This design comes from an exercise in tuning for small area on the open sky130 flow, not from production work. Function was checked by simulation only, so behaviour that the tests miss may differ from the original. No activity file was given, so power comes from the tool's default toggle rates.

==> flow/design.v (excerpt) <==
module com_store_buffer #(
    parameter int COM_ENTRY_SIZE = 192,
    parameter int DEPTH          = 8,
    parameter int PTR_W          = 3
) (
    input  logic                      CLK,
    input  logic                      RESET,
    input  logic                      FREEZE,
    input  logic [COM_ENTRY_SIZE-1:0] com_entry,
    input  logic                      dmem_ack,
    input  logic [31:0]               fwd_addr,
    input  logic                      debug,
    output logic                      dmem_req,
    output logic [31:0]               dmem_addr,
    output logic [31:0]               dmem_wdata,
    output logic                      fwd_hit,
    output logic [31:0]               fwd_data,
    output logic                      flush_fCOM,
    output logic                      sb_empty,
    output logic [31:0]               commit_count
);
For scale: about 1500 cells after synthesis, roughly 23000 sq um of cells after synthesis.
clock: 8.0 ns
lec_check: 0
cap_margin: 20
core_margin: 2
core_utilization: 50
slew_margin: 20
standard.sh (not shown) runs the stock make flow with config.mk's settings and CLKGATE_MAP_FILE= SYNTH_SCRIPT=/design/flow/synth_recipe.tcl, a recipe that flattens the netlist after the stock synthesis.
==> flow/flow/run.sh <==
#!/bin/bash
set -euo pipefail
here=$(pwd)
export MY_ABC_SCRIPT=$here/flow/abc_area.script
export BUFFER_PORTS_ARGS="-buffer_cell sky130_fd_sc_hd__buf_1"
export CTS_ARGS="-sink_clustering_enable -repair_clock_nets -dont_use_dummy_load -buf_list {sky130_fd_sc_hd__clkbuf_4 sky130_fd_sc_hd__clkbuf_8} -sink_clustering_size 16 -sink_clustering_max_diameter 60"
# standard.sh with its synthesis script replaced by flow/synth.tcl
sed "s|SYNTH_SCRIPT=[^ ]*|SYNTH_SCRIPT=$here/flow/synth.tcl|" standard.sh > my_standard.sh
grep -q "SYNTH_SCRIPT=$here/flow/synth.tcl" my_standard.sh
bash my_standard.sh finish > $here/make_finish.log 2>&1
==> flow/flow/abc_area.script <==
&get -n
&st
&dch -f
&nf -R 1000
&st
&dch -f
&nf -R 1000
&put
==> flow/flow/synth.tcl <==
# The standard synthesis script, with abc given an area-oriented
# mapping script in place of ORFS's delay-oriented one. Everything before
# abc (and so every register and its name) is the same as the standard run.
proc synth {args} { yosys synth -nofsm -noshare {*}$args }
proc abc {args} {
  set i [lsearch -exact $args -script]
  if {$i >= 0} {
    set args [lreplace $args [expr {$i + 1}] [expr {$i + 1}] $::env(MY_ABC_SCRIPT)]
  }
  yosys abc {*}$args
}
source $::env(SCRIPTS_DIR)/synth.tcl
# left out here: clear keep_hierarchy, flatten, clean up, hide names made inside functions, write 1_2_yosys.v
The starting point went through all stages and came out clean.
Rerun with:
Settings changed: CORE_UTILIZATION 50 to 55, PLACE_DENSITY set to 0.72.
Outcome: The new run completed with no timing, DRC or antenna violations; setup slack gets worse by 140 ps; total power falls by about 0.7%; core utilization is higher by 4.8 points; hold slack degrades by 16 ps; global-route usage rose by 1.5 points; synthesized area does not change; clock power is about the same; routed wire length fell by 5.2%; die area came out lower by about 9%; non-clock buffer count falls by 6.

## lane 1
com_store_buffer again, from the RTL that the note above started with.
clock: 8.0 ns
lec_check: 0
cap_margin: 20
core_margin: 2
core_utilization: 50
slew_margin: 20
Scripts as last shown in full above: flow/flow/run.sh, flow/flow/abc_area.script, flow/flow/synth.tcl
Setup changes, lane 1 to lane 2
diff --git a/flow/flow/run.sh b/flow/flow/run.sh
--- a/flow/flow/run.sh
+++ b/flow/flow/run.sh
@@ -5,0 +6 @@
+export RECOVER_POWER=100
diff --git a/flow/config.mk b/flow/config.mk
--- a/flow/config.mk
+++ b/flow/config.mk
@@ -8 +8 @@
-export CAP_MARGIN = 20
+export CAP_MARGIN = 10
@@ -11 +11 @@
-export SLEW_MARGIN = 20
+export SLEW_MARGIN = 10
Results
[lane 2] flow finished | final checks: failed | reasons: max-capacitance violations, max-slew violations
Lane 1 → lane 2: XOR/XNOR share of the synthesized area shows no meaningful change, sequential share of layout area grew by 0.17 points.
Lane 1 → lane 2: share of flip-flops with an asynchronous set or reset after synthesis neither gained nor lost much, critical path's largest stage delay picked up an extra 410 ps, relative slew slack lost 180 points, share of the core filled with cells lost 0.16 points.
Power: lane 2 draws more than lane 1
Comparing lane 1 with lane 2, the wire length after detailed routing came out essentially unchanged.
Lane 2 gives less met3 wirelength from detailed routing than lane 1 did.
Relative to lane 1, share of the clock period used by the worst path after layout increased by 0.90 points in lane 2.

old:
Another version of the RTL of com_store_buffer (not shown whole).
Size in the first run: about 1900 cells after synthesis, about 550 flip-flops, about 360 I/O pins, about 0.025 mm^2 of cells after synthesis.
// com_store_buffer
module com_store_buffer #(
    parameter int COM_ENTRY_SIZE = 192,
    parameter int DEPTH          = 8,
    parameter int PTR_W          = 3
) (
    input  logic                      CLK,
    input  logic                      RESET,
    input  logic                      FREEZE,
    input  logic [COM_ENTRY_SIZE-1:0] com_entry,
    input  logic                      dmem_ack,
    input  logic [31:0]               fwd_addr,
    input  logic                      debug,
    output logic                      dmem_req,
    output logic [31:0]               dmem_addr,
    output logic [31:0]               dmem_wdata,
    output logic                      fwd_hit,
    output logic [31:0]               fwd_data,
    output logic                      flush_fCOM,
    output logic                      sb_empty,
    output logic [31:0]               commit_count
);
make LEC_CHECK=0 CAP_MARGIN=20 CORE_MARGIN=2 CORE_UTILIZATION=40 SLEW_MARGIN=20 finish   # period 8.0 ns
run.sh (not shown) runs the stock make flow with config.mk's settings and CLKGATE_MAP_FILE= SYNTH_SCRIPT=/design/flow/synth_recipe.tcl, a recipe that flattens the netlist after the stock synthesis.
Stock flow here: none of the scripts above is used.
> inputs changed (old -> new)
# old
export LEC_CHECK = 0
export CAP_MARGIN = 20
export CORE_MARGIN = 2
export CORE_UTILIZATION = 40
export SLEW_MARGIN = 20
create_clock -name core_clock -period 8.0 [get_ports {CLK}]
# new
export LEC_CHECK = 0
export CAP_MARGIN = 20
export CORE_MARGIN = 2
export CORE_UTILIZATION = 50
export SLEW_MARGIN = 20
create_clock -name core_clock -period 8.0 [get_ports {CLK}]
==> flow/flow/run.sh (new file) <==
#!/bin/bash
set -euo pipefail
here=$(pwd)
export MY_ABC_SCRIPT=$here/flow/abc_area.script
export BUFFER_PORTS_ARGS="-buffer_cell sky130_fd_sc_hd__buf_1"
export CTS_ARGS="-sink_clustering_enable -repair_clock_nets -dont_use_dummy_load -buf_list {sky130_fd_sc_hd__clkbuf_4 sky130_fd_sc_hd__clkbuf_8} -sink_clustering_size 16 -sink_clustering_max_diameter 60"
bash standard.sh SYNTH_SCRIPT=$here/flow/synth.tcl finish > $here/make_finish.log 2>&1
==> flow/flow/abc_area.script (new file) <==
&get -n
&st
&dch -f
&nf -R 1000
&st
&dch -f
&nf -R 1000
&put
==> flow/flow/synth.tcl (new file) <==
# The standard synthesis script, with abc given an area-oriented
# mapping script in place of ORFS's delay-oriented one. Everything before
# abc (and so every register and its name) is the same as the standard run.
proc synth {args} { yosys synth -nofsm -noshare {*}$args }
proc abc {args} {
  set i [lsearch -exact $args -script]
  if {$i >= 0} {
    set args [lreplace $args [expr {$i + 1}] [expr {$i + 1}] $::env(MY_ABC_SCRIPT)]
  }
  yosys abc {*}$args
}
source $::env(SCRIPTS_DIR)/synth.tcl
# left out here: clear keep_hierarchy, flatten, clean up, hide names made inside functions, write 1_2_yosys.v
==> flow/standard.sh (new file) <==
#!/bin/bash
# synth_recipe.tcl (not shown) runs the flow's synth.tcl, then flattens the netlist and writes it again
# the make line also repeats each setting of config.mk as NAME=value (left out here)
make -C /OpenROAD-flow-scripts/flow DESIGN_CONFIG=/design/flow/config.mk WORK_HOME=/design/flow/orfs CLKGATE_MAP_FILE= SYNTH_SCRIPT=/design/flow/synth_recipe.tcl "${@:-finish}"
removed: flow/run.sh
[summary]
- Every run in the comparison, new and old, completed the flow with a clean layout.
- Higher share of the synthesized area in compound gates (AO/OA/AOI/OAI) was reported by new, not old.
- For the sequential portion of the cell area, new came in 9.0 points higher than old did.
- new ends up with higher global-route usage than old does.
- Taking old as the reference, in new worst setup slack before clock tree synthesis now larger; met3 usage in global routing picked up an extra 2.3 points.

==> static timing again, ports no longer ideal <==
No port has a modelled driver above. Below, the same layouts with a new extraction and two added sets of constraints. Step 1: set_driving_cell puts a clkbuf_16 on CLK and a buf_2 on each other input, an assumption about the parent block. Step 2 moves the port delays by t, midway between the first and last clock arrival at a register: inputs arrive t later, outputs are due t later. That takes back most of the time a late clock gives input paths. a / b / c = ideal ports / drivers / drivers and shift; a / b = the first two.
run	t, ns	setup slack, ns	hold slack, ns	worst slew at a driven data input, ns	pins driven straight from the clock port
the first run of note 1	0.704	0.509 / 0.546 / -0.157	0.467 / 0.467 / 0.467	0.08	1
the second run of note 1	0.695	0.366 / 0.393 / -0.302	0.451 / 0.451 / 0.451	0.08	1
lane 1	0.704	0.509 / 0.546 / -0.157	0.467 / 0.467 / 0.467	0.08	1
lane 2	0.701	0.437 / 0.410 / -0.148	0.467 / 0.467 / 0.467	0.08	1
old	0.706	0.496 / 0.465 / 0.465	0.467 / 0.467 / 0.467	0.13	1
new	0.695	0.727 / 0.692 / 0.692	0.452 / 0.452 / 0.452	0.07	1
The setup slack of the second run of note 1, which loses most, moves by +0.027 ns with the drivers and by -0.668 ns with both steps.
